Context: an optimization exercise on an open-source flow, tuned for small area, a short achievable clock period and few clock cycles per item. The choices shown serve that exercise and are no tape-out recipe. In this exercise RTL edits were held to simulation tests only and were not proved equivalent to the original.

==> flow/design.v (excerpt) <==
module fc_top (
  input  logic        clk,
  input  logic        rst_n,
  input  logic        act_valid,
  input  logic [15:0] act_data,
  output logic        act_ready,
  input  logic        weight_valid,
  input  logic [23:0] weight_data,
  output logic        weight_ready,
  output logic        result_valid,
  output logic [48:0] result,
  input  logic        result_ready
);
  logic [15:0] ring [8];        
  logic [2:0]  tk;              
  logic [2:0]  a_idx;           
  logic        a_ahead;         
  logic        wr;
  logic        idle;
  logic [2:0]  m_idx;           
  logic        m_ph;            
  logic        wx;              
  logic        w_last;
  logic [23:0] w_r;
  logic        s1_first, s1_last, s1_ph;
  logic        s1_first_n;      
  logic        s1_v, s1_z;      
  logic        s2_last, s2_ph;
  logic        pend;            
  logic        pend_g;
  logic        res_load;
  assign idle = !a_ahead && (a_idx == 3'd0) && !m_ph && (m_idx == 3'd0);
  assign wr = act_valid && a_rdy;
  assign wx     = weight_valid && !w_rdy_n;
  assign w_last = (m_idx == 3'd7);
  assign res_load = pend && (!result_valid || result_ready);
  always_ff @(posedge clk)
  begin
    ring[0] <= wr ? act_data : ring[7];
    for (int k = 1; k < 8; k++)
      ring[k] <= ring[k-1];
    w_r <= wx ? weight_data : 24'd0;
  end
  logic [2:0] tk_n, a_idx_n, m_idx_n;
  logic       a_ahead_n, m_ph_n, pend_n, rv_n;
  always_comb
  begin
  ...
Size in the first run: about 2500 cells after synthesis, about 540 flip-flops, ~0.028 mm2 of cells after synthesis.
Settings: LEC_CHECK=0, ABC_CLOCK_PERIOD_IN_PS=2600, CAP_MARGIN=20, CORE_MARGIN=2, CORE_UTILIZATION=40, CTS_BUF_LIST=sky130_fd_sc_hd__clkbuf_4 sky130_fd_sc_hd__clkbuf_8, CTS_CLUSTER_SIZE=25, PLACE_DENSITY=0.6, SETUP_SLACK_MARGIN=3.4, SLEW_MARGIN=20; clock period 6.0 ns.
standard.sh (not shown) runs the stock make flow with config.mk's settings and CLKGATE_MAP_FILE= SYNTH_SCRIPT=/design/flow/synth_recipe.tcl, a recipe that flattens the netlist after the stock synthesis.
==> flow/flow/run.sh <==
#!/bin/bash
# The standard layout (the standard.sh, unchanged synthesis and steps), with
# one change: the port buffers that placement inserts are plain buf_2 cells
# rather than the delay-cell buffers the resizer picks by default, which later
# repair (restricted to the same cell footprint) cannot resize.
set -euo pipefail
bash standard.sh "BUFFER_PORTS_ARGS=-buffer_cell sky130_fd_sc_hd__buf_2" finish > standard.log 2>&1
Testbench counts at the start, summed over its fixed seeds: cycles 5,160, vectors 320.
Then changed:
Settings changed: SETUP_SLACK_MARGIN 3.4 to 3.75.
- first-iteration DRC count fell by 11%
- worst setup slack gets better by 0.055 ns
- wire length rose by 7.5%
- via count rose by 4.6%
- cell count rose by 3.8%
- critical path depth fell by 6
- clock-buffer cell count fell by 4
Then changed:
Settings changed: CTS_BUF_LIST sky130_fd_sc_hd__clkbuf_4 sky130_fd_sc_hd__clkbuf_8 to sky130_fd_sc_hd__clkbuf_16, CTS_CLUSTER_DIAMETER from default to 100, CTS_CLUSTER_SIZE 25 to 30, SETUP_SLACK_MARGIN 3.75 to 3.55.
What happened:
- wire length goes down by a few percent
- utilization decreases by 4.8 points
- non-clock buffer count falls by 106
Then changed:
Settings changed: CTS_CLUSTER_SIZE 30 to 26.
Outcome: Clock-buffer cell count fell by 1. Final cell count stays flat. Worst setup slack got worse by 0.018 ns. First-iteration DRC count rose by a little under a tenth. Sequential share of layout area hardly moves. Utilization stays flat.
Then changed:
Settings changed: CTS_CLUSTER_SIZE 26 to 30, SETUP_SLACK_MARGIN 3.55 to 3.65.
The changed run completed with no timing, DRC or antenna violations.
Count of clock-buffer cells in the layout came out lower by 5.
Final area climbs by a few percent.
Non-clock buffer count increases by 53.
Via count climbs by a few percent.
Routed wire length came out higher by a few percent.
Maximum frequency hardly moves.
Synthesized area is unchanged.
Global-route usage climbs by 0.34 points.
Die area does not change.

---

## red
Another version of the RTL of fc_top (not shown whole).
For scale: about 2,600 cells after synthesis, about 540 flip-flops, roughly 28,000 um^2 of cells after synthesis.
==> flow/config.mk <==
export PLATFORM = sky130hd
export DESIGN_NAME = fc_top
export DESIGN_NICKNAME = fc_top
export VERILOG_FILES = /design/flow/design.v
export SDC_FILE = /design/flow/constraint.sdc
export NUM_CORES = 4
export LEC_CHECK = 0
export ABC_CLOCK_PERIOD_IN_PS = 2600
export CAP_MARGIN = 20
export CORE_MARGIN = 2
export CORE_UTILIZATION = 40
export CTS_BUF_LIST = sky130_fd_sc_hd__clkbuf_8 sky130_fd_sc_hd__clkbuf_16
export CTS_CLUSTER_DIAMETER = 80
export CTS_CLUSTER_SIZE = 24
export PLACE_DENSITY = 0.6
export SETUP_SLACK_MARGIN = 3.5
export SLEW_MARGIN = 20
==> flow/constraint.sdc <==
create_clock -name core_clock -period 6.0 [get_ports {clk}]
set_input_delay 1.2000 -clock core_clock [delete_from_list [all_inputs] [get_ports {clk}]]
set_output_delay 1.2000 -clock core_clock [all_outputs]
set_load 0.01 [all_outputs]
Scripts as last shown in full above: flow/flow/run.sh
Testbench counts of red, summed over its fixed seeds: cycles 5,160, vectors 320.
The following lists how blue was set up differently from red:
Settings: SETUP_SLACK_MARGIN now 3.7, was 3.5.
==> run notes <==
blue: PASS, flow complete, no timing, DRC or antenna violations
The count of buffer and inverter cells on the critical path reported for blue is smaller than that of red by 1.
Taking red as the reference, in blue routing usage on met3 level; detailed-route DRC error count shows no meaningful change.
Of blue and red, it is blue that has the higher layout overhead on the synthesized area.

---

RTL: one of the versions met above, not the one the previous note started from.
Size: ~2500 cells after synthesis, roughly 540 flip-flops, roughly 97 I/O pins, ~28000 um^2 of cells after synthesis.
export LEC_CHECK = 0
export ABC_CLOCK_PERIOD_IN_PS = 2600
export CAP_MARGIN = 20
export CORE_MARGIN = 2
export CORE_UTILIZATION = 40
export PLACE_DENSITY = 0.6
export SETUP_SLACK_MARGIN = 3.55
export SLEW_MARGIN = 20
create_clock -name core_clock -period 6.0 [get_ports {clk}]
Scripts as last shown in full above: flow/flow/run.sh
The starting point produced a clean layout.
Testbench counts at the start, summed over its fixed seeds: cycles 5,160, vectors 320.
Edit:
- CTS_BUF_LIST: unset -> sky130_fd_sc_hd__clkbuf_8 sky130_fd_sc_hd__clkbuf_16
- CTS_CLUSTER_DIAMETER: unset -> 80
- CTS_CLUSTER_SIZE: unset -> 24
=>
- first-iteration DRC count is lower by about 5%
- register-to-register slack gets better by 0.02 ns
- clock-buffer cell count is lower by 44
- via count is lower by 1.3%
- worst hold slack gets worse by 0.0039 ns
- wire length is lower by 1.6%
- final area is lower by 2.8%
- cell count is lower by 1.4%
- worst setup slack gets better by 0.022 ns
- global-route usage is lower by 0.21 points
Edit:
- CTS_BUF_LIST: sky130_fd_sc_hd__clkbuf_8 sky130_fd_sc_hd__clkbuf_16 -> sky130_fd_sc_hd__clkbuf_4 sky130_fd_sc_hd__clkbuf_8
- CTS_CLUSTER_DIAMETER: 80 -> unset
- CTS_CLUSTER_SIZE: 24 -> 25
- SETUP_SLACK_MARGIN: 3.55 -> 3.65
The changed run went through all stages and came out clean. Final area goes up by a few percent. Fmax shrinks by a few percent. Critical path depth fell by 7. Sequential share of layout area fell by 2.1 points. Utilization rises by 2.7 points. Global-route usage goes up by 0.91 points. Non-clock buffer count rose by 53. Setup slack got worse by 0.089 ns. Cell count increases by a few percent. Routed wire length rises by a few percent.
Edit:
- SETUP_SLACK_MARGIN: 3.65 -> 3.55
- The new run completed without violations
- worst setup slack improves by 0.026 ns
- cell area goes down by 2.6%
- via count falls by 2.1%
- routed wire length falls by 3.9%
- die area does not change
- sequential cell count is unchanged
- first-iteration DRC count goes down by 3.3%
- hold slack gains 0.010 ns

---

fc_top, a different RTL version from the one above (not shown whole).
For scale: about 2500 cells after synthesis, about 520 flip-flops, roughly 97 I/O pins, roughly 0.027 mm^2 of cells after synthesis.
clock: 6.0 ns
lec_check: 0
abc_clock_period_in_ps: 2600
cap_margin: 20
core_margin: 2
core_utilization: 40
cts_buf_list: sky130_fd_sc_hd__clkbuf_4 sky130_fd_sc_hd__clkbuf_8
cts_cluster_size: 25
place_density: 0.6
setup_slack_margin: 3.6
slew_margin: 20
run.sh (not shown) runs the stock make flow with config.mk's settings and CLKGATE_MAP_FILE= SYNTH_SCRIPT=/design/flow/synth_recipe.tcl, a recipe that flattens the netlist after the stock synthesis.
Stock flow here: none of the scripts above is used.
The starting point produced a clean layout.
Testbench counts at the start, summed over its fixed seeds: cycles 5,160, vectors 320.
Change:
SETUP_SLACK_MARGIN = 3.2   (was 3.6)
The changed run ran to the end with no violations.
Maximum frequency goes down by a few percent.
Core utilization goes down by 3.5 points.
Design area goes down by a little under a tenth.
Wire length goes down by a little under a tenth.
Count of clock-buffer cells in the layout goes up by 2.
Cell count goes down by a few percent.
Change:
ABC_CLOCK_PERIOD_IN_PS = 2300   (was 2600)
CTS_BUF_LIST = default   (was sky130_fd_sc_hd__clkbuf_4 sky130_fd_sc_hd__clkbuf_8)
CTS_CLUSTER_SIZE = default   (was 25)
SETUP_SLACK_MARGIN = 3.7   (was 3.2)
The changed run passed the timing, DRC and antenna checks.
Worst setup slack improves by 0.15 ns.
Synthesized cell count is unchanged.
Final cell count is higher by a few percent.
Utilization grows by 4.5 points.
Maximum frequency came out higher by a few percent.
Worst hold slack barely changes.
Global-route usage goes up by 0.93 points.
Change:
ABC_CLOCK_PERIOD_IN_PS = 2600   (was 2300)
CORE_UTILIZATION = 65   (was 40)
PLACE_DENSITY = 0.75   (was 0.6)
SETUP_SLACK_MARGIN = 3.4   (was 3.7)
The changed run passed the timing, DRC and antenna checks.
Non-clock buffer count came out lower by 122.
Cell count falls by roughly a tenth.
Register-to-register slack degrades by 0.10 ns.
Clock skew goes up by 0.0031 ns.

---

Setup of v41:
fc_top, a different RTL version from the one above (not shown whole).
For scale: ~2400 cells after synthesis, about 520 flip-flops, roughly 97 I/O pins.
## fc_top
module fc_top (
  input  logic        clk,
  input  logic        rst_n,
  input  logic        act_valid,
  input  logic [15:0] act_data,
  output logic        act_ready,
  input  logic        weight_valid,
  input  logic [23:0] weight_data,
  output logic        weight_ready,
  output logic        result_valid,
  output logic [48:0] result,
  input  logic        result_ready
);
  logic [15:0] ring [8];        
  logic [2:0]  tk;              
  logic [2:0]  a_idx;           
  logic        a_ahead;         
  logic        wr;
  logic        idle;
  logic [2:0]  m_idx;           
  logic        m_ph;            
  logic        wx;              
  logic        w_last;
  logic [23:0] w_r;
  logic        s1_first, s1_last, s1_ph;
  logic        s2_last, s2_ph;
  logic        pend;            
  logic        pend_g;
  logic        res_load;
  assign idle = !a_ahead && (a_idx == 3'd0) && !m_ph && (m_idx == 3'd0);
  assign wr = act_valid && act_ready;
  assign wx     = weight_valid && weight_ready;
  assign w_last = (m_idx == 3'd7);
  assign res_load = pend && (!result_valid || result_ready);
  always_ff @(posedge clk)
  begin
    ring[0] <= wr ? act_data : ring[7];
  ...
Settings: LEC_CHECK=0, ABC_CLOCK_PERIOD_IN_PS=2600, CAP_MARGIN=20, CORE_MARGIN=2, CORE_UTILIZATION=40, CTS_BUF_LIST=sky130_fd_sc_hd__clkbuf_4 sky130_fd_sc_hd__clkbuf_8, CTS_CLUSTER_SIZE=25, PLACE_DENSITY=0.6, SETUP_SLACK_MARGIN=3.4, SLEW_MARGIN=20; clock period 6.0 ns.
standard.sh (not shown) runs the stock make flow with config.mk's settings and CLKGATE_MAP_FILE= SYNTH_SCRIPT=/design/flow/synth_recipe.tcl, a recipe that flattens the netlist after the stock synthesis.
Scripts as last shown in full above: flow/flow/run.sh
Testbench counts of v41, summed over its fixed seeds: cycles 5,160, vectors 320.
#### Input delta (v47 over v41)
# v41
export LEC_CHECK = 0
export ABC_CLOCK_PERIOD_IN_PS = 2600
export CAP_MARGIN = 20
export CORE_MARGIN = 2
export CORE_UTILIZATION = 40
export CTS_BUF_LIST = sky130_fd_sc_hd__clkbuf_4 sky130_fd_sc_hd__clkbuf_8
export CTS_CLUSTER_SIZE = 25
export PLACE_DENSITY = 0.6
export SETUP_SLACK_MARGIN = 3.4
export SLEW_MARGIN = 20
create_clock -name core_clock -period 6.0 [get_ports {clk}]
# v47
export LEC_CHECK = 0
export ABC_CLOCK_PERIOD_IN_PS = 2600
export CAP_MARGIN = 20
export CORE_MARGIN = 2
export CORE_UTILIZATION = 40
export CTS_BUF_LIST = sky130_fd_sc_hd__clkbuf_4 sky130_fd_sc_hd__clkbuf_8
export CTS_CLUSTER_SIZE = 25
export PLACE_DENSITY = 0.6
export SETUP_SLACK_MARGIN = 3.6
export SLEW_MARGIN = 20
create_clock -name core_clock -period 6.0 [get_ports {clk}]
### Flow results
Summary of v47 over v41: final area picked up an extra 4.7%, combined global-route utilization of all metal layers climbed 0.89 points.
Looking only at number of fill cells in the layout, and setting everything else aside, the higher value of v47 and v41 goes to v41.
| placed cell count | v47 vs v41 | ≈ equal |
met2 layer usage reported by global route for v47: 1.8 points up relative to v41
[v47] post-layout utilization of the core rose 2.2 points relative to v41
For v6, these inputs were changed with respect to v47:
# v47
export LEC_CHECK = 0
export ABC_CLOCK_PERIOD_IN_PS = 2600
export CAP_MARGIN = 20
export CORE_MARGIN = 2
export CORE_UTILIZATION = 40
export CTS_BUF_LIST = sky130_fd_sc_hd__clkbuf_4 sky130_fd_sc_hd__clkbuf_8
export CTS_CLUSTER_SIZE = 25
export PLACE_DENSITY = 0.6
export SETUP_SLACK_MARGIN = 3.6
export SLEW_MARGIN = 20
create_clock -name core_clock -period 6.0 [get_ports {clk}]
# v6
export LEC_CHECK = 0
export ABC_CLOCK_PERIOD_IN_PS = 2600
export CAP_MARGIN = 20
export CORE_MARGIN = 2
export CORE_UTILIZATION = 40
export CTS_BUF_LIST = sky130_fd_sc_hd__clkbuf_4 sky130_fd_sc_hd__clkbuf_8
export CTS_CLUSTER_SIZE = 25
export PLACE_DENSITY = 0.6
export SETUP_SLACK_MARGIN = 3.4
export SLEW_MARGIN = 20
create_clock -name core_clock -period 6.0 [get_ports {clk}]
==> flow/run.sh (new file) <==
#!/bin/bash
# synth_recipe.tcl (not shown) runs the flow's synth.tcl, then flattens the netlist and writes it again
# the make line also repeats each setting of config.mk as NAME=value (left out here)
make -C /OpenROAD-flow-scripts/flow DESIGN_CONFIG=/design/flow/config.mk WORK_HOME=/design/flow/orfs CLKGATE_MAP_FILE= SYNTH_SCRIPT=/design/flow/synth_recipe.tcl finish
removed: flow/flow/run.sh
removed: flow/standard.sh
## What came out
Number of buffers added to fix hold violations after cts: v47 vs v6 identical
Higher number of buffer and inverter stages on the critical path was reported by v47, not v6.
Between v47 and v6, fraction of met2 tracks used by global routing decreased.
v6 gives less final instance area than v47 did.
v47 -> v6: register-to-register slack flat
Looking at worst hold margin, v6 sits 0.017 ns higher than v47 does.
When v6 is set beside v47, its proportion of cell area occupied by registers turns out to be 1.2 points larger.
g_img[1].g_lane[0].clr_q as the startpoint of the worst setup timing path was reported by v6, and g_img[0].g_lane[1].clr_q by v47.
Looking at critical-path cell with the highest stage delay, the sky130_fd_sc_hd__fa_1 result is from v47; the sky130_fd_sc_hd__dfrtp_4 one comes from v6.
Compared with v47, v6 improves routed wire length.
Global-route wire length before repair (lower): v6
v6 vs v47 — layout-stage area growth over the synthesis result dropped 4.7 points.
Input changes introduced in v54 (baseline for comparison: v6):
# v6
export LEC_CHECK = 0
export ABC_CLOCK_PERIOD_IN_PS = 2600
export CAP_MARGIN = 20
export CORE_MARGIN = 2
export CORE_UTILIZATION = 40
export CTS_BUF_LIST = sky130_fd_sc_hd__clkbuf_4 sky130_fd_sc_hd__clkbuf_8
export CTS_CLUSTER_SIZE = 25
export PLACE_DENSITY = 0.6
export SETUP_SLACK_MARGIN = 3.4
export SLEW_MARGIN = 20
create_clock -name core_clock -period 6.0 [get_ports {clk}]
# v54
export LEC_CHECK = 0
export ABC_CLOCK_PERIOD_IN_PS = 2600
export CAP_MARGIN = 20
export CORE_MARGIN = 2
export CORE_UTILIZATION = 55
export CTS_BUF_LIST = sky130_fd_sc_hd__clkbuf_4 sky130_fd_sc_hd__clkbuf_8
export CTS_CLUSTER_SIZE = 25
export PLACE_DENSITY = 0.7
export SETUP_SLACK_MARGIN = 3.4
export SLEW_MARGIN = 20
create_clock -name core_clock -period 6.0 [get_ports {clk}]
Results
v54 ran to completion and came out clean on the timing, DRC and antenna checks.
Between v6 and v54, the signed area change from the synthesized netlist to the final layout is higher for v6.
When v54 is measured against v6, its non-clock buffer count turns out 0.63% lower.
v6 has a lower final clock period utilization by the worst path than v54.

==> afterwards: timing with drivers on the ports <==
The flow's constraints put no driver on any port. The routed layouts listed below were extracted and timed again, unchanged, in two steps. Step 1 sets driving cells, clkbuf_16 on the clock port and buf_2 on the other inputs (assumed; they add their load-dependent delay and slew). Step 2, shift: input delay + t, output delay - t, t = (earliest + latest rising clock arrival at the registers) / 2. This alone moves slack from input paths to output paths. Slacks: ideal ports / drivers / drivers and shift; pairs: ideal ports / drivers.
run | shift t [ns] | slack for setup (ns) | worst register clock-pin slew, ns
the first run of note 1 | 0.742 | 3.488 / 3.463 / 3.077 | 0.07 / 0.07
the second run of note 1 | 0.757 | 3.543 / 3.480 / 3.138 | 0.07 / 0.07
the third run of note 1 | 0.653 | 3.610 / 3.551 / 3.056 | 0.12 / 0.12
the fourth run of note 1 | 0.667 | 3.592 / 3.533 / 3.071 | 0.11 / 0.11
the fifth run of note 1 | 0.655 | 3.590 / 3.532 / 3.117 | 0.12 / 0.12
red | 0.615 | 3.556 / 3.556 / 3.111 | 0.10 / 0.10
blue | 0.634 | 3.676 / 3.617 / 3.247 | 0.09 / 0.09
the first run of note 3 | 0.687 | 3.590 / 3.539 / 3.033 | 0.06 / 0.06
the second run of note 3 | 0.633 | 3.613 / 3.578 / 3.063 | 0.10 / 0.10
the third run of note 3 | 0.742 | 3.523 / 3.467 / 3.114 | 0.07 / 0.07
the fourth run of note 3 | 0.738 | 3.549 / 3.492 / 3.023 | 0.07 / 0.07
the first run of note 4 | 0.738 | 3.397 / 3.397 / 3.000 | 0.08 / 0.08
the second run of note 4 | 0.718 | 3.269 / 3.210 / 2.634 | 0.07 / 0.07
the third run of note 4 | 0.674 | 3.420 / 3.420 / 3.208 | 0.07 / 0.07
the fourth run of note 4 | 0.649 | 3.319 / 3.319 / 2.928 | 0.07 / 0.07
v41 | 0.734 | 3.371 / 3.371 / 3.132 | 0.07 / 0.07
v47 | 0.740 | 3.407 / 3.393 / 3.049 | 0.07 / 0.07
v6 | 0.736 | 3.411 / 3.408 / 2.806 | 0.07 / 0.07
v54 | 0.708 | 3.339 / 3.339 / 2.847 | 0.07 / 0.07
After both steps setup and hold are still met in every run listed. For the second run of note 4, which loses most, drivers alone change the setup slack by -0.059 ns; drivers and shift together by -0.635 ns.
